Context: an optimization exercise on an open-source flow, tuned for small area and a short achievable clock period. The choices shown serve that exercise and are no tape-out recipe. In this exercise RTL edits were held to simulation tests only and were not proved equivalent to the original.

==> flow/design.v (outline; a module is shown in full before it is edited, if it fits) <==
// module dds_sine: 42 lines
// module dds_sine_rom: 2187 lines
// module dds_g_a211oi_1: 3 lines
// module dds_g_a21oi_1: 3 lines
// module dds_g_a221oi_1: 3 lines
// module dds_g_a221oi_2: 3 lines
// module dds_g_a22oi_1: 3 lines
// module dds_g_a31o_1: 3 lines
// module dds_g_a31oi_1: 3 lines
// module dds_g_a32oi_1: 3 lines
// module dds_g_buf_2: 3 lines
// module dds_g_buf_6: 3 lines
// module dds_g_clkbuf_1: 3 lines
// module dds_g_inv_1: 3 lines
// module dds_g_inv_2: 3 lines
// module dds_g_inv_4: 3 lines
// module dds_g_inv_6: 3 lines
// module dds_g_inv_8: 3 lines
// module dds_g_lpflow_clkbufkapwr_1: 3 lines
// module dds_g_lpflow_clkinvkapwr_1: 3 lines
// module dds_g_nand2_1: 3 lines
// module dds_g_nand2_2: 3 lines
// module dds_g_nand2_4: 3 lines
// module dds_g_nand3_1: 3 lines
// module dds_g_nand3b_1: 3 lines
// module dds_g_nand4_1: 3 lines
// module dds_g_nor2_1: 3 lines
// module dds_g_nor2_2: 3 lines
// module dds_g_nor2_4: 3 lines
// module dds_g_nor3_1: 3 lines
// module dds_g_o2111ai_1: 3 lines
// module dds_g_o211ai_1: 3 lines
// module dds_g_o211ai_2: 3 lines
// module dds_g_o21a_1: 3 lines
// module dds_g_o21ai_0: 3 lines
// module dds_g_o21ai_1: 3 lines
// module dds_g_o21ai_2: 3 lines
// module dds_g_o221ai_1: 3 lines
// module dds_g_o22ai_1: 3 lines
// module dds_g_o311ai_0: 3 lines
// module dds_g_o311ai_1: 3 lines
// module dds_g_o31ai_1: 3 lines
// module dds_g_o32ai_1: 3 lines
// module dds_g_xnor2_2: 3 lines
// module dds_fir_gen: 1245 lines
// module dds_fa: 4 lines
// module dds_ha: 4 lines
module dds_fir_gen (
   input  logic        aclk_0,
   input  logic        aresetn_0,
   input  logic [31:0] pinc_0,
   output logic [31:0] m_axis_data_tdata_0,
   output logic        M_AXIS_DATA_0_tvalid
);
  // ...
==> flow/run.sh <==
#!/bin/bash
# synth_recipe.tcl (not shown) runs the flow's synth.tcl, then flattens the netlist and writes it again
# the make line also repeats each setting of config.mk as NAME=value (left out here)
make -C /OpenROAD-flow-scripts/flow DESIGN_CONFIG=/design/flow/config.mk WORK_HOME=/design/flow/orfs CLKGATE_MAP_FILE= SYNTH_SCRIPT=/design/flow/synth_recipe.tcl finish
==> flow/config.mk <==
export PLATFORM = sky130hd
export DESIGN_NAME = dds_fir_gen
export DESIGN_NICKNAME = dds_fir_gen
export VERILOG_FILES = /design/flow/design.v
export SDC_FILE = /design/flow/constraint.sdc
export NUM_CORES = 4
export LEC_CHECK = 0
export CAP_MARGIN = 20
export CORE_MARGIN = 2
export CORE_UTILIZATION = 55
export CTS_BUF_LIST = sky130_fd_sc_hd__clkbuf_4 sky130_fd_sc_hd__clkbuf_8
export CTS_CLUSTER_SIZE = 30
export SETUP_SLACK_MARGIN = 5.0
export SLEW_MARGIN = 20
export SYNTH_HIERARCHICAL = 1
==> flow/constraint.sdc <==
create_clock -name core_clock -period 8.0 [get_ports {aclk_0}]
set_input_delay 1.6000 -clock core_clock [delete_from_list [all_inputs] [get_ports {aclk_0}]]
set_output_delay 1.6000 -clock core_clock [all_outputs]
set_load 0.01 [all_outputs]
==> results.ini, run 1 <==
[placement]
place_ws_ns=4.163

[drt]
vias_per_cell=5.723
drc_errors=0
wl_per_cell_um=22.42
wl_met1_um=25790
drt_pass1_iterations=6
wl_met2_um=28290

[synthesis]
syn_inst=1938
synth_compound_area_share_pct=13.23
seq_area_frac_synth_pct=39.95
synth_top_family_by_area=adder cells

[finish]
clock_buffers=109
multi_input_area_share_pct=51.25
largestClassByArea=multi-input gates
antenna_cells=0

[clocking]
cts_sinks=452
cts_tree=yes
clk-insertion-delay-late_ns=0.65

[critical_path]
cp_max_fo=3
path_cells=clkdlybuf4s50_1 -> ha_4 -> fa_2 -> a21o_1 -> a221oi_4 -> o21ai_1 -> a21oi_1 -> xnor2_1
slowest_stage=clkdlybuf4s50_1
worstSetupStartpointType=input pin

[worst_hold_path]
hp-start=vl_q[1][11]
min_path_type=flip-flop to flip-flop

[outcome]
status=no timing/DRC/antenna violations

[floorplan]
rows=75

[grt]
busiest_layer=met2
antenna_found_initial=0
grt.met2_usage_pct=45.47

==> run 2, diff against run 1 <==
--- a/flow/config.mk
+++ b/flow/config.mk
@@ -10,6 +10,6 @@
 export CORE_UTILIZATION = 55
 export CTS_BUF_LIST = sky130_fd_sc_hd__clkbuf_4 sky130_fd_sc_hd__clkbuf_8
 export CTS_CLUSTER_SIZE = 30
-export SETUP_SLACK_MARGIN = 5.0
+export SETUP_SLACK_MARGIN = 4.9
 export SLEW_MARGIN = 20
 export SYNTH_HIERARCHICAL = 1
==> run 2 against run 1 <==
Net effect: clock skew decreased by 0.011 ns; first-iteration DRC count fell by 8.7%; core utilization is 0.67 points lower; setup slack worse by 0.029 ns; wire length decreased by 3.3%; worst hold slack improved by 0.013 ns; die area did not move; maximum frequency decreased by 0.96%; register-to-register slack got worse by 0.02 ns; critical path depth stayed put; critical path type unchanged; critical endpoint unchanged; largest cell class unchanged.
==> results.ini, run 2 <==
[sta]
max_slew.worst_pin.slew_ns=0.9963
fin_skew_ns=0.03464
setup_viol=0
rsz0062_at_grt=true
tns_ns=0
finalCritPeriodShare_pct=37.73
max_freq_mhz=331.3
slew_headroom_pct=33.33
period_needed_ns=3.019
drv_slew=0
hold_viol=0

[placement]
hpwlAfterDp_um=44050
postPlaceCellArea_sq_mm=0.02453
portBuffers=59
gp_congestion=1.006

[synthesis]
synth_edf_count=0
synth_area_leaders=dfxtp_1, fa_1, dfrtp_1, ha_1, xnor2_1
synthFlopType=dfxtp_1
synth_top_area_cell=dfxtp_1
avgSynthCellArea_sq_um=12.10
seq_area_frac_synth_pct=39.95  ; unchanged
netlist_area_sq_mm=0.02345
yosysWarnings=10
async_flop_share_pct=14.16
yosys-top-cells-count=dfxtp_1, fa_1, nand2_1
syn_inst=1938  ; unchanged
synth_top_area_share_pct=33.12
yosysMostFrequentCell=dfxtp_1
yosysUniqueCellTypes=74
ys_seq_elements=452

[floorplan]
die_area_sq_mm=0.04431
rows=75  ; unchanged
coreArea_sq_mm=0.04204
pin_count=67
initial_core_util_pct=55.78
die_h_um=210.5
die_w_um=210.5

[grt]
use_met3_pct=6.198
busiest_layer=met2
track_usage_pct=27.52
grtUsageMet1_pct=36.39
grt_pass1_wl_um=92050
grt.met2_usage_pct=43.89  ; -1.6 points
grt_max_degree=65
gr-total-overflow=0
antenna_found_initial=0  ; unchanged
grt_pass1_vias=16320

[drt]
drt_iter0_drc=1038
drc_errors=0  ; unchanged
drt_pass1_iterations=5  ; -1
ant_nets=0
wl_per_cell_um=21.71  ; -3.2%
vias_per_cell=5.661  ; -1.1%
via_count=15000
wirelength_um=57500

[worst_hold_path]
min_path_type=flip-flop to flip-flop
min_path_cells=0

[job]
max_cap_violations=0

[critical_path]
cp_max_fo=3  ; unchanged
end_kind=flip-flop
cp.arrival_ns=3.58
crit_type=input pin to flip-flop
required_ns=8.56
r2r_cells=5
worstSetupStartpointType=input pin

[finish]
syn_to_final_growth_pct=12.35
design_area_sq_mm=0.02635
largestRegisters=vl_q (198), cs2_q (48), sd_q (48)
nets=2496
regMostFlops=vl_q
largest_reg_flops=198
layout.cells.most_common=dfxtp_1
fillers=3355
drive_above_1_share_pct=15.97
antenna_cells=0  ; unchanged
final_cell_mix=dfxtp_1, fa_1, nand2_1

[clocking]
cts-root-buf=clkbuf_8
cts_buffer_depth=3
htree_levels=3
clkTransAtPathRegs_ns=0.06
cts_sinks=452  ; unchanged
cts_tree=yes
cts_made_buffers=74
clk-insertion-delay-late_ns=0.67  ; +0.02 ns

[outcome]
status=no timing/DRC/antenna violations

-- run 2: cell counts after synthesis --
No cell type changed its count.
-- run 2: path summary, 6_finish.rpt --
check | start | end | slack [ns]
min | vl_q[1][11] | vl_q[2][11] | 0.31
min reg2reg | vl_q[1][11] | vl_q[2][11] | 0.31
max | pinc_0[0] | u_sine.lo_q[10] | 4.98
max reg2reg | vl_q[0][12] | cs2_q[29] | 5.00
min in group asynchronous | aresetn_0 | u_sine.hi_q[0] | 1.16
max in group asynchronous | aresetn_0 | y_q[20] | 6.24
-- run 2: through the flow --
stage | worst slack [ns] | hold slack [ns] | utilization, % | cells
3_3_place_gp | 4.296 | 0.3105 | 58.35 | 2509
6_report | 4.981 | 0.3087 | 62.67 | 2649
4_1_cts | 4.876 | 0.3091 | 62.27 | 2645
5_1_grt | 4.862 | 0.3141 | 62.67 | 2649
3_5_place_dp | 4.288 | 0.3121 | 58.35 | 2509
2_1_floorplan | 4.866 | 0.3096 | - | 1944
-- run 2: cells by family after synthesis --
| logic type | Yosys count | synth area share, % |
|---|---|---|
| flip-flops | 452 | 39.95 |
| adder cells (fa/ha/maj) | 411 | 31.95 |
| AO/OA/AOI/OAI | 401 | 13.23 |
| AND/OR/NAND/NOR | 398 | 7.822 |
| buffers and inverters | 180 | 3.473 |
| XOR/XNOR | 93 | 3.473 |
| multiplexers | 2 | 0.08537 |
| other | 1 | 0.01599 |
-- run 2: critical path, stage by stage --
cell and delay (ns):
clkdlybuf4s50_1 0.40, ha_1 0.25, fa_2 0.36, a21o_1 0.19, a221oi_2 0.36, o21ai_1 0.12, a21oi_1 0.16, xnor2_1 0.13
-- run 2: final cells by class --
class / count / area (sq um) / share of cell area, %
well taps: 539 / 674.4 / 2.560
clock inverters: 25 / 209.0 / 0.7931
multi-input cells: 1312 / 13470 / 51.11
repair buffers: 78 / 699.4 / 2.655
flip-flops and latches: 452 / 9392 / 35.65
clock buffers: 110 / 1408 / 5.343
inverters: 133 / 499.2 / 1.895
-- run 2: metal layers --
metal / up-vias / routed length, um
met5: - / 0
met4: 0 / 2356
met3: 139 / 3683
met2: 494 / 27230
met1: 7550 / 24230
li1: 6812 / -
-- run 2: what timing repair did --
action	CTS	global route
setup buffers	1	4
setup endpoints to repair	40	32
pin swaps	1	14
gates resized for setup	44	36
hold buffers	0	0
-- run 2: Yosys stat by module (local to each module, per instance), excerpt --
module / area, sq um / flops+latches / cells inside
dds_g_o211ai_1: 12.51 / 0 / 1
dds_g_lpflow_clkbufkapwr_1: 7.507 / 0 / 1
dds_g_inv_1: 3.754 / 0 / 1
dds_g_a221oi_1: 15.01 / 0 / 1
dds_g_o21ai_0: 5.005 / 0 / 1
dds_g_buf_2: 7.507 / 0 / 1
dds_g_lpflow_clkinvkapwr_1: 3.754 / 0 / 1
dds_g_a21oi_1: 8.758 / 0 / 1
dds_g_a211oi_1: 12.51 / 0 / 1
dds_g_nor2_4: 3.754 / 0 / 1
dds_g_clkbuf_1: 7.507 / 0 / 1
==> run 3, diff against run 2 <==
--- a/flow/config.mk
+++ b/flow/config.mk
@@ -8,8 +8,9 @@
 export CAP_MARGIN = 20
 export CORE_MARGIN = 2
 export CORE_UTILIZATION = 55
-export CTS_BUF_LIST = sky130_fd_sc_hd__clkbuf_4 sky130_fd_sc_hd__clkbuf_8
-export CTS_CLUSTER_SIZE = 30
+export CTS_BUF_LIST = sky130_fd_sc_hd__clkbuf_8 sky130_fd_sc_hd__clkbuf_16
+export CTS_CLUSTER_DIAMETER = 50
+export CTS_CLUSTER_SIZE = 20
 export SETUP_SLACK_MARGIN = 4.9
 export SLEW_MARGIN = 20
 export SYNTH_HIERARCHICAL = 1
==> run 3 against run 2 <==
Net effect: critical path depth shrank 7; register-to-register slack about the same; setup slack worse by 0.024 ns; synthesized cell count did not move; sequential share of layout area rose by 0.21 points; first-iteration DRC count shrank 2.5%; count of clock-buffer cells in the layout down 68; design area down 0.55%; wire length decreased by 0.79%; highest routed layer unchanged; global-route usage shrank 0.32 points.
==> results.ini, run 3 <==
[synthesis]
netlist_area_sq_mm=0.02345  ; unchanged
synth_top_area_cell=dfxtp_1
seq_area_frac_synth_pct=39.95  ; unchanged
synthFlopType=dfxtp_1
synth_top_area_share_pct=33.12  ; unchanged
synth_area_leaders=dfxtp_1, fa_1, dfrtp_1, ha_1, xnor2_1
synth_edf_count=0  ; unchanged
yosysWarnings=10  ; unchanged
syn_inst=1938  ; unchanged
async_flop_share_pct=14.16  ; unchanged
yosys-top-cells-count=dfxtp_1, fa_1, nand2_1
avgSynthCellArea_sq_um=12.10  ; unchanged
yosysUniqueCellTypes=74  ; unchanged
yosysMostFrequentCell=dfxtp_1
ys_seq_elements=452  ; unchanged

[grt]
gr-total-overflow=0  ; unchanged
grt_pass1_vias=16050  ; -1.7%
antenna_found_initial=0  ; unchanged
track_usage_pct=27.20  ; -0.32 points
grt_max_degree=65  ; unchanged
grt_pass1_wl_um=91490  ; -0.61%

[sta]
hold_viol=0  ; unchanged
max_freq_mhz=328.7  ; -0.79%
period_needed_ns=3.043  ; +0.02400 ns
setup_viol=0  ; unchanged
finalCritPeriodShare_pct=38.03  ; +0.30 points
max_slew.worst_pin.slew_ns=0.9943  ; -0.001952 ns
fin_skew_ns=0.01363  ; -0.02101 ns
slew_headroom_pct=33.64  ; +0.30 points
drv_slew=0  ; unchanged
tns_ns=0  ; unchanged
rsz0062_at_grt=true

[placement]
postPlaceCellArea_sq_mm=0.02453  ; unchanged
placedCellCount=2509  ; unchanged
gp_congestion=1.006  ; unchanged
hpwlAfterDp_um=44050  ; unchanged
portBuffers=59  ; unchanged

[critical_path]
required_ns=6.40  ; -2.16 ns
path_buf_inv=1  ; unchanged
cpPeakStageDelay_ns=0.54  ; +0.14 ns
path_cells=clkdlybuf4s50_1
slowest_stage=clkdlybuf4s50_1
end_kind=output pin
cp.arrival_ns=1.44  ; -2.14 ns
cp_max_fo=1  ; -2
crit_type=flip-flop to output pin
crit_family=buffers and inverters
worstSetupStartpointType=flip-flop

[finish]
regMostFlops=vl_q
layout.cells.most_common=dfxtp_1
stdcell_count=2588  ; -2.3%
drive_above_1_share_pct=13.86  ; -2.1 points
nets=2464  ; -1.3%
antenna_cells=0  ; unchanged
final_cell_mix=dfxtp_1, fa_1, nand2_1
design_area_sq_mm=0.02620  ; -0.55%
largest_reg_flops=198  ; unchanged
syn_to_final_growth_pct=11.73
largestRegisters=vl_q (198), cs2_q (48), sd_q (48)

[clocking]
hold_buffers=0  ; unchanged
cts-root-buf=clkbuf_16
htree_levels=2  ; -1
cts_buffer_depth=3  ; unchanged
cts_tree=yes
cts_made_buffers=41  ; -45%
clk-insertion-delay-late_ns=0.57  ; -0.10 ns
cts_sinks=452  ; unchanged
clkTransAtPathRegs_ns=0.08  ; +0.02 ns

[drt]
ant_nets=0  ; unchanged
wirelength_um=57050  ; -0.79%
vias_per_cell=5.733  ; +1.3%
drt_pass1_iterations=5  ; unchanged
drc_errors=0  ; unchanged
via_count=14840  ; -1.1%
drt_iter0_drc=1012  ; -2.5%
wl_per_cell_um=22.04  ; +1.6%

[floorplan]
rows=75  ; unchanged
pin_count=67  ; unchanged
initial_core_util_pct=55.78  ; unchanged
die_area_sq_mm=0.04431  ; unchanged
die_h_um=210.5  ; unchanged
coreArea_sq_mm=0.04204  ; unchanged
die_w_um=210.5  ; unchanged

[worst_hold_path]
min_path_type=flip-flop to flip-flop

[job]
max_cap_violations=0  ; unchanged

[outcome]
status=no timing/DRC/antenna violations

==> run 3: cell count changes in the layout (fill, tap and decap cells not counted), moves of 4 or more <==
| cell | delta |
|---|---|
| inv_8 | +4 |
| clkinv_8 | +4 |
| clkinv_2 | -13 |
| clkbuf_8 | -93 |
| clkdlybuf4s50_1 | +11 |
| dlygate4sd2_1 | -14 |
| clkbuf_16 | +42 |
| clkbuf_4 | -17 |
==> run 3: kinds of logic after synthesis <==
group | Yosys count | synth area share (%)
simple gates | 398 | 7.822
mux | 2 | 0.08537
xor+xnor | 93 | 3.473
flops | 452 | 39.95
buf+inv | 180 | 3.473
other cells | 1 | 0.01599
fa+ha+maj | 411 | 31.95
compound gates | 401 | 13.23
==> run 3: path summary, 6_finish.rpt <==
| path | startpoint | end | slack (ns) | cells past startpoint |
|---|---|---|---|---|
| max in group asynchronous | aresetn_0 | y_q[20] | 6.18 | 2 |
| min in group asynchronous | aresetn_0 | u_sine.lo_q[3] | 1.22 | 2 |
| setup reg to reg | vl_q[0][4] | y_q[19] | 5.01 | 9 |
| setup / recovery | y_q[8] | m_axis_data_tdata_0[15] | 4.96 | 1 |
| hold / removal | vl_q[5][12] | vl_q[6][12] | 0.32 | 0 |
| hold reg to reg | vl_q[5][12] | vl_q[6][12] | 0.32 | 0 |
==> run 3: layout make-up <==
class	count	area (sq um)
clock buffer	42	1051
clock inverter	31	366.6
fill	3352	15840
inverter	133	499.2
multi-input combinational	1312	13480
sequential	452	9395
tap	539	674.4
timing repair buffer	79	732.0
==> run 3: timing repair <==
item	CTS	global route
buffers inserted	1	5
setup endpoints to repair	31	38
pin swaps	1	19
gates cloned	0	0
resized for setup	33	46
hold endpoints to repair	0	0
==> run 3: per-stage QoR <==
stage	setup slack [ns]	utilization (%)	hold slack [ns]
6_report	4.957	62.33	0.3182
5_1_grt	4.851	62.33	0.3330
4_1_cts	4.866	61.88	0.3239
3_5_place_dp	4.288	58.35	0.3121
3_3_place_gp	4.296	58.35	0.3105
2_1_floorplan	4.866	-	0.3096
==> run 3: routing by layer <==
layer | part of all wire, % | vias to the layer above | track usage [%]
li1 | - | 6732 | -
met1 | 42 | 7461 | 36.87
met2 | 47 | 480 | 43.49
met3 | 6.4 | 163 | 5.080
met4 | 4.4 | 0 | 11.22
met5 | 0 | - | 0
==> run 3: modules after synthesis (local to each module, per instance), excerpt <==
| module | cells inside | copies in the design | flip-flops and latches |
|---|---|---|---|
| dds_g_inv_6 | 1 | 1 | 0 |
| dds_g_clkbuf_1 | 1 | 2 | 0 |
| dds_g_lpflow_clkbufkapwr_1 | 1 | 4 | 0 |
| dds_g_inv_4 | 1 | 1 | 0 |
| dds_g_xnor2_2 | 1 | 1 | 0 |
| dds_g_inv_1 | 1 | 38 | 0 |
| dds_g_nand3b_1 | 1 | 1 | 0 |
==> run 4, diff against run 3 <==
--- a/flow/config.mk
+++ b/flow/config.mk
@@ -7,7 +7,7 @@
 export LEC_CHECK = 0
 export CAP_MARGIN = 20
 export CORE_MARGIN = 2
-export CORE_UTILIZATION = 55
+export CORE_UTILIZATION = 65
 export CTS_BUF_LIST = sky130_fd_sc_hd__clkbuf_8 sky130_fd_sc_hd__clkbuf_16
 export CTS_CLUSTER_DIAMETER = 50
 export CTS_CLUSTER_SIZE = 20
==> run 4 against run 3 <==
Net effect: clock skew increased by 0.015 ns; global-route usage increased by 10 points; wire length increased by 26%; core utilization increased by 12 points; largest cell class unchanged; highest routed layer unchanged; via count increased by 9.7%.
==> results.ini, run 4 <==
[outcome]
status=no timing/DRC/antenna violations

[grt]
antenna_found_initial=2  ; +2
use_met3_pct=8.384  ; +3.3 points
grt.met2_usage_pct=62.17  ; +19 points
grt_pass1_vias=17790  ; +11%
grt_pass1_wl_um=106300  ; +16%
busiest_layer=met2
grtUsageMet1_pct=45.63  ; +8.8 points
grt_max_degree=65  ; unchanged
track_usage_pct=37.51  ; +10 points
gr-total-overflow=0  ; unchanged

[finish]
regArea_sq_mm=0.009447  ; +0.55%
regMostFlops=vl_q
nets=2467  ; +0.12%
final_cell_mix=dfxtp_1, fa_1, nand2_1
stdcell_count=2514  ; -2.9%
layout.cells.most_common=dfxtp_1
multi_input_area_sq_mm=0.01365  ; +1.2%
drive_above_1_share_pct=16.17  ; +2.3 points
syn_to_final_growth_pct=12.18
design_area_sq_mm=0.02631  ; +0.40%
antenna_cells=0  ; unchanged
largestRegisters=vl_q (198), cs2_q (48), sd_q (48)
fillers=2167  ; -35%
largest_reg_flops=198  ; unchanged

[floorplan]
pin_count=67  ; unchanged
die_h_um=193.9  ; -7.9%
coreArea_sq_mm=0.03557  ; -15%
initial_core_util_pct=65.93  ; +10 points
die_w_um=193.9  ; -7.9%
die_area_sq_mm=0.03761  ; -15%
rows=69  ; -8.0%

[synthesis]
seq_area_frac_synth_pct=39.95  ; unchanged
yosysMostFrequentCell=dfxtp_1
avgSynthCellArea_sq_um=12.10  ; unchanged
synth_top_area_share_pct=33.12  ; unchanged
synth_edf_count=0  ; unchanged
yosysUniqueCellTypes=74  ; unchanged
synthFlopType=dfxtp_1
synth_top_area_cell=dfxtp_1
yosysWarnings=10  ; unchanged
synth_area_leaders=dfxtp_1, fa_1, dfrtp_1, ha_1, xnor2_1
syn_inst=1938  ; unchanged
async_flop_share_pct=14.16  ; unchanged
ys_seq_elements=452  ; unchanged
netlist_area_sq_mm=0.02345  ; unchanged
yosys-top-cells-count=dfxtp_1, fa_1, nand2_1

[critical_path]
crit_type=flip-flop to flip-flop
cp_max_fo=5  ; +4
rrSetupSlack_ns=4.83  ; -0.18 ns
cp.arrival_ns=3.65  ; +2.21 ns
cpPeakStageDelay_ns=0.47  ; -0.07 ns
crit_family=compound AO/OA/AOI/OAI gates
slowest_stage=dfxtp_2
path_buf_inv=0  ; -1
cp.depth=9  ; +8
end_kind=flip-flop
path_cells=fa_1 -> ha_1 -> o21a_1 -> o21ai_0 -> nand2b_1 -> o21ai_1 -> o21ai_0 -> a21oi_1 -> xnor2_1
worstSetupStartpointType=flip-flop
required_ns=8.48  ; +2.08 ns
r2r_cells=9  ; unchanged
crit_path_frequent_cell=o21ai_0

[sta]
slew_headroom_pct=36.73  ; +3.1 points
hold_viol=0  ; unchanged
drv_slew=0  ; unchanged
max_freq_mhz=315.6  ; -4.0%
max_slew.worst_pin.slew_ns=0.9479  ; -0.04641 ns
finalCritPeriodShare_pct=39.61  ; +1.6 points
period_needed_ns=3.169  ; +0.1261 ns
tns_ns=0  ; unchanged
setup_viol=0  ; unchanged
fin_skew_ns=0.02839  ; +0.01476 ns
rsz0062_at_grt=true
layout_setup_ws_ns=4.831  ; -0.1261 ns

[clocking]
clk-insertion-delay-late_ns=0.59  ; +0.02 ns
htree_levels=2  ; unchanged
cts_tree=yes
cts-root-buf=clkbuf_16
clkTransAtPathRegs_ns=0.09  ; about the same
cts_sinks=452  ; unchanged
cts_made_buffers=40  ; -2.4%
cts_buffer_depth=3  ; unchanged

[drt]
drc_errors=0  ; unchanged
drt_pass1_iterations=6  ; +1
ant_nets=0  ; unchanged
wirelength_um=71680  ; +26%
via_count=16280  ; +9.7%
drt_iter0_drc=1614  ; +59%
vias_per_cell=6.474  ; +13%
wl_per_cell_um=28.51  ; +29%

[placement]
place_ws_ns=4.272  ; -0.01549 ns
hpwlAfterDp_um=48090  ; +9.2%
gp_congestion=1.008  ; +0.21%
placedCellCount=2430  ; -3.1%
postPlaceCellArea_sq_mm=0.02442  ; -0.43%
portBuffers=59  ; unchanged

[worst_hold_path]
min_path_type=flip-flop to flip-flop
min_path_cells=0  ; unchanged

[job]
max_cap_violations=0  ; unchanged

-- run 4: timing repair --
| action | 4_1_cts | 5_1_grt |
|---|---|---|
| hold buffers | 0 | 0 |
| setup buffers | 0 | 11 |
| resized for setup | 47 | 92 |
| pin swaps | 2 | 23 |
| setup endpoints to repair | 43 | 41 |
| gates cloned | 0 | 0 |
-- run 4: layout make-up --
class	instances	share of cell area (%)
clock inverter	30	1.294
timing repair buffer	83	2.877
sequential	452	35.91
clock buffer	43	3.962
tap	461	2.193
multi-input combinational	1312	51.87
inverter	133	1.898
-- run 4: cells by family (layout without fill, tap and decap cells) --
group	Yosys count	count (layout)	synth area share [%]
xor gates and xnor gates	93	93	3.473
adders and majority gates	411	411	31.95
AOI/OAI and AO/OA	401	401	13.23
and+or+nand+nor	398	398	7.822
DFF	452	452	39.95
other	1	7	0.01599
muxes	2	2	0.08537
buffers and inverters	180	289	3.473
-- run 4: path summary, 6_finish.rpt --
kind / to / start
min in group asynchronous: u_sine.mid_q[0] / aresetn_0
worst min register to register: vl_q[2][8] / vl_q[1][8]
worst max register to register: y_q[12] / vl_q[0][5]
max in group asynchronous: y_q[22] / aresetn_0
worst max-delay path: y_q[12] / vl_q[0][5]
worst min-delay path: vl_q[2][8] / vl_q[1][8]
-- run 4: layer usage --
layer,vias to the layer above,wire length [um]
li1,6743,-
met1,8131,24950
met2,1015,35090
met3,386,6127
met4,0,5515
met5,-,0
-- run 4: per-module statistics from Yosys, one instance, submodules excluded, a selection --
module	area (sq um)	flip-flops and latches	times used
dds_fa	20.02	0	305
dds_fir_gen	9901	366	1
dds_g_a21oi_1	8.758	0	49
dds_g_a221oi_2	15.01	0	1
dds_g_a31o_1	8.758	0	1
dds_g_a32oi_1	8.758	0	5
dds_g_nor2_4	3.754	0	4
dds_g_nor3_1	10.01	0	6
dds_g_o21a_1	7.507	0	1
dds_g_o22ai_1	6.256	0	7
dds_g_o311ai_1	8.758	0	1
dds_sine_rom	112.6	0	1
-- run 4: stage by stage --
step           hold slack [ns]  utilization, %
6_report                0.3249           73.96
3_3_place_gp            0.3097           68.67
3_5_place_dp            0.3121           68.67
4_1_cts                 0.3295           72.80
2_1_floorplan           0.3096               -
5_1_grt                 0.3097           73.96
==> run 5, diff against run 4 <==
==> flow/config.mk (replaced) <==
export PLATFORM = sky130hd
export DESIGN_NAME = dds_fir_gen
export DESIGN_NICKNAME = dds_fir_gen
export VERILOG_FILES = /design/flow/design.v
export SDC_FILE = /design/flow/constraint.sdc
export NUM_CORES = 4
export LEC_CHECK = 0
export CAP_MARGIN = 20
export CORE_MARGIN = 2
export CORE_UTILIZATION = 48
export CTS_BUF_LIST = sky130_fd_sc_hd__clkbuf_16
export CTS_CLUSTER_DIAMETER = 70
export CTS_CLUSTER_SIZE = 25
export SETUP_SLACK_MARGIN = 4.9
export SLEW_MARGIN = 20
export SYNTH_HIERARCHICAL = 1
==> run 5 against run 4 <==
Net effect: register-to-register slack improved by 0.09 ns; clock skew decreased by 0.0033 ns; worst hold slack better by 0.0072 ns; global-route usage decreased by 13 points; core utilization down 20 points; wire length shrank 18%; setup slack improved by 0.087 ns; flip-flop and latch count did not move.
==> results.ini, run 5 <==
[outcome]
status=no timing/DRC/antenna violations

[floorplan]
pin_count=67  ; unchanged
initial_core_util_pct=48.91  ; -17 points
rows=80  ; +16%
coreArea_sq_mm=0.04795  ; +35%
die_h_um=225.0  ; +16%
die_w_um=225.0  ; +16%
die_area_sq_mm=0.05064  ; +35%

[sta]
fin_skew_ns=0.02507  ; -0.003312 ns
period_needed_ns=3.081  ; -0.08719 ns
rsz0062_at_grt=true
slew_headroom_pct=29.26  ; -7.5 points
max_slew.worst_pin.slew_ns=1.057  ; +0.1092 ns
finalCritPeriodShare_pct=38.52  ; -1.1 points
max_freq_mhz=324.5  ; +2.8%
setup_viol=0  ; unchanged
drv_slew=0  ; unchanged
hold_viol=0  ; unchanged
tns_ns=0  ; unchanged

[critical_path]
cp.arrival_ns=3.60  ; -0.05 ns
cp_max_fo=14  ; +9
required_ns=8.51  ; +0.03 ns
r2r_cells=10  ; +1
crit_family=simple AND/OR/NAND/NOR gates
path_buf_inv=3  ; +3
path_cells=buf_4 -> inv_1 -> nand2_1 -> nor2_2 -> inv_1 -> nand3_1 -> nand3_1 -> a31oi_1 -> o221ai_2 -> nand3_1
crit_path_frequent_cell=nand3_1
r2r_start=u_sine.a2_q[2]
crit_type=flip-flop to flip-flop
rrSetupSlack_ns=4.92  ; +0.09 ns
worstSetupStartpointType=flip-flop
r2r_end=u_sine.m3_q[7]
end_kind=flip-flop
slowest_stage=nor2_2
cpPeakStageDelay_ns=0.48  ; about the same

[finish]
multi_input_area_sq_mm=0.01350  ; -1.1%
syn_to_final_growth_pct=10.77
finish.utilization_pct=54.18  ; -20 points
regArea_sq_mm=0.009407  ; -0.42%
fillers=4098  ; +89%
stdcell_count=2647  ; +5.3%
final_cell_mix=dfxtp_1, fa_1, nand2_1
antenna_cells=0  ; unchanged
layout.cells.most_common=dfxtp_1
regMostFlops=vl_q
nets=2454  ; -0.53%
largestRegisters=vl_q (198), cs2_q (48), sd_q (48)
largest_reg_flops=198  ; unchanged
drive_above_1_share_pct=13.58  ; -2.6 points

[grt]
grt_pass1_wl_um=93730  ; -12%
grt_pass1_vias=15810  ; -11%
track_usage_pct=24.40  ; -13 points
grt_max_degree=65  ; unchanged
gr-total-overflow=0  ; unchanged
antenna_found_initial=0  ; -2

[clocking]
htree_levels=1  ; -1
cts-root-buf=clkbuf_16
cts_buffer_depth=3  ; unchanged
cts_made_buffers=29  ; -28%
cts_sinks=452  ; unchanged
cts_tree=yes
clk-insertion-delay-late_ns=0.62  ; +0.03 ns
clkTransAtPathRegs_ns=0.09  ; about the same

[synthesis]
synth_top_area_share_pct=33.12  ; unchanged
netlist_area_sq_mm=0.02345  ; unchanged
yosysUniqueCellTypes=74  ; unchanged
yosysMostFrequentCell=dfxtp_1
synth_edf_count=0  ; unchanged
yosys-top-cells-count=dfxtp_1, fa_1, nand2_1
syn_inst=1938  ; unchanged
synth_area_leaders=dfxtp_1, fa_1, dfrtp_1, ha_1, xnor2_1
avgSynthCellArea_sq_um=12.10  ; unchanged
yosysWarnings=10  ; unchanged
seq_area_frac_synth_pct=39.95  ; unchanged
synth_top_area_cell=dfxtp_1
synthFlopType=dfxtp_1
async_flop_share_pct=14.16  ; unchanged
ys_seq_elements=452  ; unchanged

[worst_hold_path]
hp-start=u_sine.a2_q[9]
min_path_cells=0  ; unchanged
min_path_type=flip-flop to flip-flop
hold_end=u_sine.m3_q[15]

[drt]
drt_iter0_drc=1046  ; -35%
drt_pass1_iterations=5  ; -1
wl_per_cell_um=22.20  ; -22%
vias_per_cell=5.583  ; -14%
drc_errors=0  ; unchanged
ant_nets=0  ; unchanged
wirelength_um=58760  ; -18%
via_count=14780  ; -9.2%

[placement]
hpwlAfterDp_um=45140  ; -6.1%
placedCellCount=2586  ; +6.4%
portBuffers=59  ; unchanged
gp_congestion=0.9910  ; -1.7%

[job]
max_cap_violations=0  ; unchanged

[run 5: metal layers]
layer	share of wire [%]	track usage [%]	vias up
li1	-	-	6714
met1	44	33.75	7498
met2	47	39.38	442
met3	5.0	3.416	124
met4	4.1	8.844	0
met5	0	0	-
[run 5: repair_timing]
| item | CTS | global route |
|---|---|---|
| resized for setup | 54 | 50 |
| buffers inserted | 0 | 7 |
| hold buffers | 0 | 0 |
| pin swaps | 2 | 18 |
| endpoints found under the hold margin | 0 | 0 |
| setup endpoints to repair | 38 | 33 |
[run 5: how the worst max path moves through the flow]
stage	startpoint	end	slack, ns	depth (start not counted)
after global placement	pinc_0[11]	u_sine.mid_q[8]	4.32	10
final	u_sine.a2_q[2]	u_sine.m3_q[7]	4.92	10
after detailed placement	pinc_0[11]	u_sine.mid_q[10]	4.29	10
after global routing	vl_q[0][3]	y_q[23]	4.77	9
after CTS	vl_q[0][4]	y_q[21]	4.78	9
after floorplan	pinc_0[11]	u_sine.mid_q[8]	4.87	9
[run 5: area by class of cell]
type,count,area share [%]
tap,615,2.962
clock inverter,23,1.146
timing repair buffer,81,2.813
clock buffer,31,2.986
sequential,452,36.21
inverter,133,1.922
multi-input combinational,1312,51.96
[run 5: kinds of logic (layout without fill, tap and decap cells)]
group,count (synthesis),after routing,synth area share [%]
other,1,7,0.01599
xor gates and xnor gates,93,93,3.473
buffers and inverters,180,268,3.473
and+or+nand+nor,398,398,7.822
AOI/OAI and AO/OA,401,401,13.23
adders and majority gates,411,411,31.95
DFF,452,452,39.95
muxes,2,2,0.08537
[run 5: worst register-to-register path, cell delays in order, from the launching register on]
cell and delay [ns]:
dfxtp_1 0.31, buf_4 0.20, inv_1 0.37, nand2_1 0.41
nor2_2 0.49, inv_1 0.19, nand3_1 0.22, nand3_1 0.15
a31oi_1 0.31, o221ai_2 0.14, nand3_1 0.21
[run 5: through the flow]
step	instance area [sq um]	setup WS, ns	hold slack, ns
5_1_grt	25980	4.770	0.3366
3_3_place_gp	24630	4.322	0.3102
2_1_floorplan	23480	4.866	0.3096
4_1_cts	25780	4.780	0.3264
6_report	25980	4.919	0.3321
3_5_place_dp	24630	4.286	0.3121
[run 5: modules after synthesis (local to each module, per instance), a selection]
| module | copies in the design | cell area [sq um] |
|---|---|---|
| dds_sine | 1 | 3916 |
| dds_sine_rom | 1 | 112.6 |
| dds_g_a22oi_1 | 6 | 12.51 |
| dds_ha | 18 | 12.51 |
| dds_g_o311ai_1 | 1 | 8.758 |
| dds_g_a31o_1 | 1 | 8.758 |
| dds_g_clkbuf_1 | 2 | 7.507 |
| dds_g_o21a_1 | 1 | 7.507 |
| dds_g_o21ai_2 | 1 | 5.005 |
| dds_g_nand3_1 | 45 | 5.005 |
| dds_g_nor2_1 | 63 | 3.754 |
| dds_g_inv_4 | 1 | 3.754 |
==> run 6, diff against run 5 <==
--- a/flow/config.mk
+++ b/flow/config.mk
@@ -7,10 +7,11 @@
 export LEC_CHECK = 0
 export CAP_MARGIN = 20
 export CORE_MARGIN = 2
-export CORE_UTILIZATION = 48
+export CORE_UTILIZATION = 55
 export CTS_BUF_LIST = sky130_fd_sc_hd__clkbuf_16
 export CTS_CLUSTER_DIAMETER = 70
 export CTS_CLUSTER_SIZE = 25
+export PLACE_DENSITY = 0.72
 export SETUP_SLACK_MARGIN = 4.9
 export SLEW_MARGIN = 20
 export SYNTH_HIERARCHICAL = 1
==> run 6 against run 5 <==
Net effect: count of clock-buffer cells in the layout is 2 lower; register-to-register slack hardly changed; flip-flop and latch count stayed put; cell count is 2.9% lower; non-clock buffer count is 2 higher; wire length is 2.2% higher.
==> results.ini, run 6 <==
[sta]
max_freq_mhz=324.4  ; about the same
slew_headroom_pct=35.01  ; +5.7 points
rsz0062_at_grt=true
drv_slew=0  ; unchanged
layout_setup_ws_ns=4.917  ; -0.001080 ns
fin_skew_ns=0.04175  ; +0.01667 ns
finalCritPeriodShare_pct=38.53  ; about the same
period_needed_ns=3.083  ; +0.001080 ns
hold_viol=0  ; unchanged
tns_ns=0  ; unchanged
max_slew.worst_pin.slew_ns=0.9713  ; -0.08582 ns
setup_viol=0  ; unchanged

[clocking]
clkTransAtPathRegs_ns=0.10  ; about the same
clk-insertion-delay-late_ns=0.61  ; about the same
hold_buffers=0  ; unchanged
cts_buffer_depth=3  ; unchanged
cts_made_buffers=28  ; -3.4%
cts_sinks=452  ; unchanged
cts_tree=yes
cts-root-buf=clkbuf_16
htree_levels=1  ; unchanged

[drt]
wl_met2_um=28510  ; +3.5%
routed-wl-met3_um=3986  ; +36%
wl_per_cell_um=23.35  ; +5.2%
wirelength_um=60030  ; +2.2%
drt_pass1_iterations=5  ; unchanged
vias_per_cell=5.850  ; +4.8%
via_count=15040  ; +1.8%
ant_nets=0  ; unchanged
drc_errors=0  ; unchanged
top_layer=met4
drt_iter0_drc=1240  ; +19%
wl_met1_um=25180  ; -2.7%

[critical_path]
required_ns=8.51  ; about the same
cp_max_fo=6  ; -8
r2r_start=vl_q[0][10]
end_kind=flip-flop
r2r_cells=9  ; -1
r2r_end=y_q[23]
cp.arrival_ns=3.59  ; about the same
worstSetupStartpointType=flip-flop
rrSetupSlack_ns=4.92  ; about the same
crit_type=flip-flop to flip-flop

[floorplan]
pin_count=67  ; unchanged
initial_core_util_pct=55.78  ; +6.9 points
rows=75  ; -6.3%
die_w_um=210.5  ; -6.5%
coreArea_sq_mm=0.04204  ; -12%
die_h_um=210.5  ; -6.5%
die_area_sq_mm=0.04431  ; -13%

[finish]
layout.cells.most_common=dfxtp_1
largest_reg_flops=198  ; unchanged
finish.utilization_pct=61.56  ; +7.4 points
final_cell_mix=dfxtp_1, fa_1, nand2_1
stdcell_count=2571  ; -2.9%
regArea_sq_mm=0.009405  ; about the same
largestRegisters=vl_q (198), cs2_q (48), sd_q (48)
regMostFlops=vl_q
drive_above_1_share_pct=13.74  ; +0.16 points
syn_to_final_growth_pct=10.35
multi_input_area_sq_mm=0.01353  ; +0.24%
fillers=3335  ; -19%
nets=2455  ; +0.041%

[synthesis]
synth_top_area_cell=dfxtp_1
synth_edf_count=0  ; unchanged
yosysMostFrequentCell=dfxtp_1
async_flop_share_pct=14.16  ; unchanged
avgSynthCellArea_sq_um=12.10  ; unchanged
yosys-top-cells-count=dfxtp_1, fa_1, nand2_1
syn_inst=1938  ; unchanged
synthFlopType=dfxtp_1
yosysUniqueCellTypes=74  ; unchanged
netlist_area_sq_mm=0.02345  ; unchanged
synth_top_area_share_pct=33.12  ; unchanged
ys_seq_elements=452  ; unchanged
synth_area_leaders=dfxtp_1, fa_1, dfrtp_1, ha_1, xnor2_1
yosysWarnings=10  ; unchanged
seq_area_frac_synth_pct=39.95  ; unchanged

[worst_hold_path]
hold_end=vl_q[2][6]
min_path_cells=0  ; unchanged
hp-start=vl_q[1][6]
min_path_type=flip-flop to flip-flop

[placement]
hpwlAfterDp_um=46150  ; +2.2%
portBuffers=59  ; unchanged
place_ws_ns=4.289  ; +0.002780 ns
placedCellCount=2509  ; -3.0%
gp_congestion=1.001  ; +1.0%

[outcome]
status=no timing/DRC/antenna violations

[grt]
antenna_found_initial=1  ; +1
grt_pass1_wl_um=95000  ; +1.4%
track_usage_pct=28.31  ; +3.9 points
gr-total-overflow=0  ; unchanged
grt_pass1_vias=16170  ; +2.3%
grt_max_degree=65  ; unchanged

[job]
max_cap_violations=0  ; unchanged

==> run 6: layout make-up <==
cell class              instances  share of cell area, %
multi-input cells            1312                  52.28
flip-flops and latches        452                  36.34
repair buffers                 83                  2.920
clock buffers                  29                  2.804
well taps                     539                  2.606
inverters                     133                  1.944
clock inverters                21                  1.083
diodes                          2                0.01934
==> run 6: worst max path at each step <==
stage / start / end / slack (ns) / depth (start not counted)
final: vl_q[0][10] / y_q[23] / 4.92 / 9
after global placement: pinc_0[11] / u_sine.mid_q[10] / 4.34 / 10
after CTS: vl_q[0][3] / y_q[23] / 4.78 / 9
after floorplan: pinc_0[11] / u_sine.mid_q[8] / 4.87 / 9
after global routing: vl_q[0][3] / y_q[23] / 4.79 / 9
after detailed placement: pinc_0[1] / u_sine.c1_q / 4.29 / 7
==> run 6: Yosys stat by module (local to each module, per instance), a selection <==
module,cells inside,times used,cell area (sq um)
dds_sine,361,1,3916
dds_g_a221oi_2,1,1,15.01
dds_g_a221oi_1,1,4,15.01
dds_g_a211oi_1,1,6,12.51
dds_g_o31ai_1,1,3,12.51
dds_g_o211ai_2,1,1,12.51
dds_g_a32oi_1,1,5,8.758
dds_g_xnor2_2,1,1,8.758
dds_g_lpflow_clkbufkapwr_1,1,4,7.507
dds_g_o22ai_1,1,7,6.256
dds_g_lpflow_clkinvkapwr_1,1,3,3.754
dds_g_inv_8,1,1,3.754
dds_g_inv_4,1,1,3.754
dds_g_inv_1,1,38,3.754
dds_g_inv_6,1,1,3.754
==> run 6: worst max-delay path, stage by stage (launching register included) <==
cell	delay, ns
dfxtp_1	0.48
fa_1	0.46
ha_1	0.41
nand2_1	0.15
or3b_2	0.47
o21ai_0	0.15
nor2_4	0.12
a2111oi_4	0.43
mux2i_1	0.22
nor2_1	0.06
==> run 6: kinds of logic (layout without fill, tap and decap cells) <==
kind of cell	Yosys count	in the layout	synth area share, %
fa+ha+maj	411	411	31.95
flops	452	452	39.95
compound gates	401	401	13.23
xor+xnor	93	93	3.473
mux	2	2	0.08537
buf+inv	180	266	3.473
simple gates	398	398	7.822
other cells	1	9	0.01599
==> run 6: per-stage QoR <==
stage | instance area, sq um | hold slack, ns
after global placement | 24530 | 0.3099
after floorplan | 23480 | 0.3096
after detailed placement | 24530 | 0.3121
final | 25880 | 0.3292
after global routing | 25870 | 0.3358
after CTS | 25570 | 0.3319
==> run 6: layer usage <==
layer | up-vias | track usage [%]
met5 | - | 0
met4 | 0 | 10.22
met3 | 148 | 4.544
met2 | 575 | 45.82
met1 | 7606 | 38.99
li1 | 6711 | -
==> run 6: what timing repair did <==
| action | CTS | global route |
|---|---|---|
| endpoints found under the hold margin | 0 | 0 |
| endpoints found under the setup margin | 39 | 40 |
| resized for setup | 40 | 70 |
| buffers inserted | 0 | 10 |
| pin swaps | 2 | 23 |
==> run 7, diff against run 6 <==
--- a/flow/config.mk
+++ b/flow/config.mk
@@ -11,7 +11,6 @@
 export CTS_BUF_LIST = sky130_fd_sc_hd__clkbuf_16
 export CTS_CLUSTER_DIAMETER = 70
 export CTS_CLUSTER_SIZE = 25
-export PLACE_DENSITY = 0.72
 export SETUP_SLACK_MARGIN = 4.9
 export SLEW_MARGIN = 20
 export SYNTH_HIERARCHICAL = 1
==> run 7 against run 6 <==
Net effect: still clean on timing, DRC and antenna; non-clock buffer count fell by 3; synthesized cell count unchanged; clock skew down 0.017 ns; sequential share of layout area is 0.20 points higher; critical path type unchanged.
==> results.ini, run 7 <==
[synthesis]
async_flop_share_pct=14.16  ; unchanged
ys_seq_elements=452  ; unchanged
synth_xor_area_share_pct=3.473  ; unchanged
synth_edf_count=0  ; unchanged
seq_area_frac_synth_pct=39.95  ; unchanged
yosysMostFrequentCell=dfxtp_1
synth_top_area_cell=dfxtp_1
synth_top_family_by_area=adder cells
avgSynthCellArea_sq_um=12.10  ; unchanged
synth.area.mux_share_pct=0.08537  ; unchanged
yosysWarnings=10  ; unchanged
yosys.area_share.adder_pct=31.95  ; unchanged
synth_area_leaders=dfxtp_1, fa_1, dfrtp_1, ha_1, xnor2_1
synth_top_area_share_pct=33.12  ; unchanged
synthFlopType=dfxtp_1
yosysUniqueCellTypes=74  ; unchanged
syn_inst=1938  ; unchanged
synth_compound_area_share_pct=13.23  ; unchanged
synth-simple-area-share_pct=7.822  ; unchanged
yosys-top-cells-count=dfxtp_1, fa_1, nand2_1
netlist_area_sq_mm=0.02345  ; unchanged

[clocking]
cts_tree=yes
cts_buffer_depth=3  ; unchanged
clk-insertion-delay-late_ns=0.60  ; about the same
cts_made_buffers=27  ; -3.6%
htree_levels=1  ; unchanged
cts_sinks=452  ; unchanged
clkTransAtPathRegs_ns=0.10  ; about the same
cts-root-buf=clkbuf_16

[sta]
finalCritPeriodShare_pct=38.20  ; -0.33 points
max_slew.worst_pin.slew_ns=1.010  ; +0.03819 ns
slew_headroom_pct=32.45  ; -2.6 points
tns_ns=0  ; unchanged
layout_setup_ws_ns=4.944  ; +0.02631 ns
period_needed_ns=3.056  ; -0.02631 ns
fin_skew_ns=0.02429  ; -0.01746 ns
setup_viol=0  ; unchanged
rsz0062_at_grt=true
hold_viol=0  ; unchanged
max_freq_mhz=327.2  ; +0.86%
drv_slew=0  ; unchanged

[worst_hold_path]
hp-start=vl_q[1][15]
min_path_type=flip-flop to flip-flop

[drt]
ant_nets=0  ; unchanged
drt_pass1_iterations=6  ; +1
wirelength_um=56290  ; -6.2%
drt_iter0_drc=1062  ; -14%
via_count=14700  ; -2.2%
drc_errors=0  ; unchanged
wl_per_cell_um=21.98  ; -5.9%
vias_per_cell=5.742  ; -1.9%

[finish]
final_cell_mix=dfxtp_1, fa_1, nand2_1
largestRegisters=vl_q (198), cs2_q (48), sd_q (48)
nets=2451  ; -0.16%
antenna_cells=0  ; -2
syn_to_final_growth_pct=9.652
drive_above_1_share_pct=12.36  ; -1.4 points
largest_reg_flops=198  ; unchanged
regMostFlops=vl_q
layout.cells.most_common=dfxtp_1

[floorplan]
die_h_um=210.5  ; unchanged
pin_count=67  ; unchanged
initial_core_util_pct=55.78  ; unchanged
die_area_sq_mm=0.04431  ; unchanged
rows=75  ; unchanged
coreArea_sq_mm=0.04204  ; unchanged
die_w_um=210.5  ; unchanged

[critical_path]
cp.arrival_ns=3.53  ; -0.06 ns
cp_max_fo=4  ; -2
r2r_start=vl_q[0][4]
required_ns=8.47  ; -0.04 ns
end_kind=flip-flop
crit_type=flip-flop to flip-flop
worstSetupStartpointType=flip-flop
crit_start=vl_q[0][4]

[outcome]
status=no timing/DRC/antenna violations

[grt]
grt_pass1_vias=15920  ; -1.6%
grt_pass1_wl_um=90330  ; -4.9%
track_usage_pct=26.66  ; -1.6 points
antenna_found_initial=0  ; -1
grt_max_degree=65  ; unchanged
gr-total-overflow=0  ; unchanged

[job]
max_cap_violations=0  ; unchanged

[placement]
gp_congestion=1.006  ; +0.45%
hpwlAfterDp_um=44050  ; -4.5%
place_ws_ns=4.288  ; -0.0006700 ns
portBuffers=59  ; unchanged

[run 7: worst paths after layout]
check | endpoint | slack [ns] | cells after the start
worst max register to register | y_q[19] | 4.94 | 9
worst min register to register | vl_q[2][15] | 0.33 | 0
max in group asynchronous | y_q[20] | 6.21 | 2
worst min-delay path | vl_q[2][15] | 0.33 | 0
min in group asynchronous | u_sine.lo_q[3] | 1.19 | 2
worst max-delay path | y_q[19] | 4.94 | 9
[run 7: logic make-up (layout without fill, tap and decap cells)]
| logic type | after synthesis | count (layout) |
|---|---|---|
| flip-flops | 452 | 452 |
| XOR/XNOR | 93 | 93 |
| other | 1 | 7 |
| AO/OA/AOI/OAI | 401 | 401 |
| adder cells (fa/ha/maj) | 411 | 411 |
| buffers and inverters | 180 | 258 |
| AND/OR/NAND/NOR | 398 | 398 |
| multiplexers | 2 | 2 |
[run 7: per-stage QoR]
step,cell area (sq um),hold WS [ns],cells,util [%]
3_3_place_gp,24530,0.3105,2509,58.35
5_1_grt,25710,0.3363,2561,61.17
3_5_place_dp,24530,0.3121,2509,58.35
4_1_cts,25500,0.3333,2554,60.67
6_report,25710,0.3278,2561,61.17
2_1_floorplan,23480,0.3096,1944,-
[run 7: repair_timing]
item / 4_1_cts / 5_1_grt
hold buffers: 0 / 0
gates resized for setup: 38 / 49
pin swaps: 0 / 24
buffers inserted: 0 / 7
endpoints found under the setup margin: 32 / 39
endpoints found under the hold margin: 0 / 0
[run 7: routing by layer]
metal | vias up | share of wire [%] | global-route usage [%]
met5 | - | 0 | 0
met4 | 0 | 4.0 | 9.155
met3 | 130 | 6.0 | 4.395
met2 | 451 | 47 | 43.72
met1 | 7443 | 43 | 36.33
li1 | 6680 | - | -
[run 7: layout make-up]
cell class | instances | area [sq um]
sequential | 452 | 9398
timing repair buffer | 80 | 743.2
multi-input combinational | 1312 | 13480
inverter | 133 | 499.2
clock inverter | 18 | 240.2
clock buffer | 27 | 675.6
fill | 3400 | 16330
tap | 539 | 674.4
[run 7: critical path: stages, from the launching register on]
cell and delay [ns]:
dfxtp_4 0.39, fa_1 0.48, ha_1 0.34, and2_1 0.25
a311oi_2 0.31, a2111oi_2 0.13, nor2_2 0.36, nand2_1 0.21
a31oi_2 0.23, xnor2_1 0.22
[run 7: per-module statistics from Yosys, one instance, submodules excluded, a selection]
module          cell area, sq um  flops+latches
dds_g_o311ai_0             8.758              0
dds_g_a22oi_1              12.51              0
dds_fa                     20.02              0
dds_g_inv_1                3.754              0
dds_g_a221oi_1             15.01              0
dds_g_nand3b_1             7.507              0
dds_g_clkbuf_1             7.507              0
dds_g_a21oi_1              8.758              0
dds_g_o21ai_1              5.005              0
dds_g_o32ai_1              16.27              0
==> run 8, diff against run 7 <==
--- a/flow/config.mk
+++ b/flow/config.mk
@@ -5,12 +5,12 @@
 export SDC_FILE = /design/flow/constraint.sdc
 export NUM_CORES = 4
 export LEC_CHECK = 0
-export CAP_MARGIN = 20
+export CAP_MARGIN = 5
 export CORE_MARGIN = 2
 export CORE_UTILIZATION = 55
 export CTS_BUF_LIST = sky130_fd_sc_hd__clkbuf_16
 export CTS_CLUSTER_DIAMETER = 70
 export CTS_CLUSTER_SIZE = 25
 export SETUP_SLACK_MARGIN = 4.9
-export SLEW_MARGIN = 20
+export SLEW_MARGIN = 5
 export SYNTH_HIERARCHICAL = 1
==> run 8 against run 7 <==
Net effect: synthesized cell count did not move; critical path type unchanged; sequential share of layout area did not move; setup slack did not move; worst hold slack did not move; cell count did not move; core utilization did not move; wire length did not move; non-clock buffer count did not move; design area did not move; via count did not move.
==> results.ini, run 8 <==
[finish]
regMostFlops=vl_q
final_cell_mix=dfxtp_1, fa_1, nand2_1
largest_reg_flops=198  ; unchanged
largestRegisters=vl_q (198), cs2_q (48), sd_q (48)
antenna_cells=0  ; unchanged
fillers=3400  ; unchanged
drive_above_1_share_pct=12.36  ; unchanged
syn_to_final_growth_pct=9.652  ; unchanged
stdcell_count=2561  ; unchanged
layout.cells.most_common=dfxtp_1
nets=2451  ; unchanged

[job]
max_cap_violations=0  ; unchanged

[critical_path]
required_ns=8.47  ; about the same
cp.arrival_ns=3.53  ; about the same
crit_type=flip-flop to flip-flop
end_kind=flip-flop
worstSetupStartpointType=flip-flop
cp_max_fo=4  ; unchanged

[synthesis]
netlist_area_sq_mm=0.02345  ; unchanged
ys_seq_elements=452  ; unchanged
avgSynthCellArea_sq_um=12.10  ; unchanged
yosysMostFrequentCell=dfxtp_1
syn_inst=1938  ; unchanged
synth_edf_count=0  ; unchanged
synthFlopType=dfxtp_1
synth_top_area_cell=dfxtp_1
async_flop_share_pct=14.16  ; unchanged
seq_area_frac_synth_pct=39.95  ; unchanged
yosysUniqueCellTypes=74  ; unchanged
synth_top_area_share_pct=33.12  ; unchanged
yosys-top-cells-count=dfxtp_1, fa_1, nand2_1
synth_area_leaders=dfxtp_1, fa_1, dfrtp_1, ha_1, xnor2_1
yosysWarnings=10  ; unchanged

[grt]
grt_pass1_vias=15920  ; unchanged
gr-total-overflow=0  ; unchanged
antenna_found_initial=0  ; unchanged
grt_pass1_wl_um=90330  ; unchanged
track_usage_pct=26.66  ; unchanged
grt_max_degree=65  ; unchanged

[sta]
rsz0062_at_grt=true
layout_setup_ws_ns=4.944  ; unchanged
max_freq_mhz=327.2  ; unchanged
hold_viol=0  ; unchanged
max_slew.worst_pin.slew_ns=1.010  ; unchanged
drv_slew=0  ; unchanged
slew_headroom_pct=32.45  ; unchanged
tns_ns=0  ; unchanged
setup_viol=0  ; unchanged
finalCritPeriodShare_pct=38.20  ; unchanged
fin_skew_ns=0.02429  ; unchanged
period_needed_ns=3.056  ; unchanged
hold_ws_ns=0.3278  ; unchanged

[placement]
placedCellCount=2509  ; unchanged
place_ws_ns=4.288  ; unchanged
portBuffers=59  ; unchanged
hpwlAfterDp_um=44050  ; unchanged
gp_congestion=1.006  ; unchanged

[drt]
via_count=14700  ; unchanged
ant_nets=0  ; unchanged
drt_iter0_drc=1062  ; unchanged
wirelength_um=56290  ; unchanged
drt_pass1_iterations=6  ; unchanged
vias_per_cell=5.742  ; unchanged
drc_errors=0  ; unchanged
wl_per_cell_um=21.98  ; unchanged

[clocking]
clkTransAtPathRegs_ns=0.10  ; about the same
htree_levels=1  ; unchanged
cts_sinks=452  ; unchanged
cts-root-buf=clkbuf_16
clk-insertion-delay-late_ns=0.60  ; about the same
hold_buffers=0  ; unchanged
cts_buffer_depth=3  ; unchanged
cts_made_buffers=27  ; unchanged
cts_tree=yes

[floorplan]
rows=75  ; unchanged
die_w_um=210.5  ; unchanged
die_area_sq_mm=0.04431  ; unchanged
pin_count=67  ; unchanged
die_h_um=210.5  ; unchanged
coreArea_sq_mm=0.04204  ; unchanged
initial_core_util_pct=55.78  ; unchanged

[worst_hold_path]
min_path_type=flip-flop to flip-flop

[outcome]
status=no timing/DRC/antenna violations

[run 8: cell counts in the layout (fill, tap and decap cells not counted)]
No cell type changed its count.
[run 8: per-module statistics from Yosys, one instance, submodules excluded, a selection]
module,cells inside,flops+latches
dds_g_nand3b_1,1,0
dds_g_nor2_1,1,0
dds_g_nor2_2,1,0
dds_g_o211ai_1,1,0
dds_g_o311ai_1,1,0
dds_g_o32ai_1,1,0
[run 8: through the flow]
stage	utilization (%)	instance area (sq um)
3_3_place_gp	58.35	24530
2_1_floorplan	-	23480
6_report	61.17	25710
4_1_cts	60.67	25500
5_1_grt	61.17	25710
3_5_place_dp	58.35	24530
[run 8: cell type report]
type,instances,area [sq um],share of cell area [%]
Sequential cell,452,9398,36.55
Clock inverter,18,240.2,0.9342
Multi-Input combinational cell,1312,13480,52.44
Inverter,133,499.2,1.941
Timing Repair Buffer,80,743.2,2.890
Tap cell,539,674.4,2.623
Clock buffer,27,675.6,2.627
[run 8: worst max-delay path, cell delays in order, from the launching register on]
cell and delay [ns]:
dfxtp_4 0.39, fa_1 0.48, ha_1 0.34, and2_1 0.25, a311oi_2 0.31, a2111oi_2 0.13, nor2_2 0.36, nand2_1 0.21
a31oi_2 0.23, xnor2_1 0.22
[run 8: worst paths after layout]
kind / start / endpoint / slack (ns) / depth (start not counted)
min in group asynchronous: aresetn_0 / u_sine.lo_q[3] / 1.19 / 2
hold reg to reg: vl_q[1][15] / vl_q[2][15] / 0.33 / 0
hold / removal: vl_q[1][15] / vl_q[2][15] / 0.33 / 0
setup / recovery: vl_q[0][4] / y_q[19] / 4.94 / 9
setup reg to reg: vl_q[0][4] / y_q[19] / 4.94 / 9
max in group asynchronous: aresetn_0 / y_q[20] / 6.21 / 2
[run 8: repair_timing]
| action | CTS | global route |
|---|---|---|
| pin swaps | 0 | 24 |
| buffers inserted | 0 | 7 |
| endpoints found under the setup margin | 32 | 39 |
| gates resized for setup | 38 | 49 |
[run 8: cells by family after synthesis]
kind of cell	synth area share, %
buffers and inverters	3.473
XOR/XNOR	3.473
other	0.01599
AO/OA/AOI/OAI	13.23
AND/OR/NAND/NOR	7.822
adder cells (fa/ha/maj)	31.95
flip-flops	39.95
multiplexers	0.08537
[run 8: per-layer routing]
layer	wire length, um	vias to the layer above	track usage, %
li1	-	6680	-
met1	23950	7443	36.33
met2	26700	451	43.72
met3	3397	130	4.395
met4	2239	0	9.155
met5	0	-	0

## static timing again, ports no longer ideal
The flow's constraints put no driver on any port. The routed layouts listed below were extracted and timed again, unchanged, in two steps. Step 1: set_driving_cell puts a clkbuf_16 on aclk_0 and a buf_2 on each other input, an assumption about the parent block. Step 2 adds t to the input delays and takes it off the output delays; t is the mean of the earliest and latest rising clock arrival at the registers after step 1. Input paths then give back, and output paths get back, about the clock's delay inside the block. Slacks: ideal ports / drivers / drivers and shift; pairs: ideal ports / drivers.
| run | t (ns) | setup slack, ns | worst setup path at the end | worst register clock-pin slew, ns |
|---|---|---|---|---|
| run 1 | 0.674 | 5.011 / 5.020 / 4.355 | input to register | 0.07 / 0.07 |
| run 2 | 0.701 | 4.981 / 4.960 / 4.299 | input to register | 0.07 / 0.07 |
| run 3 | 0.618 | 4.957 / 4.903 / 4.409 | input to register | 0.08 / 0.08 |
| run 4 | 0.635 | 4.831 / 4.831 / 4.388 | input to register | 0.09 / 0.09 |
| run 5 | 0.657 | 4.919 / 4.919 / 4.343 | input to register | 0.10 / 0.10 |
| run 6 | 0.657 | 4.917 / 4.874 / 4.373 | input to register | 0.10 / 0.10 |
| run 7 | 0.647 | 4.944 / 4.891 / 4.344 | input to register | 0.10 / 0.10 |
| run 8 | 0.647 | 4.944 / 4.891 / 4.344 | input to register | 0.10 / 0.10 |
After both steps setup and hold are still met in every run listed. For run 2, which loses most, drivers alone change the setup slack by -0.021 ns; drivers and shift together by -0.682 ns.
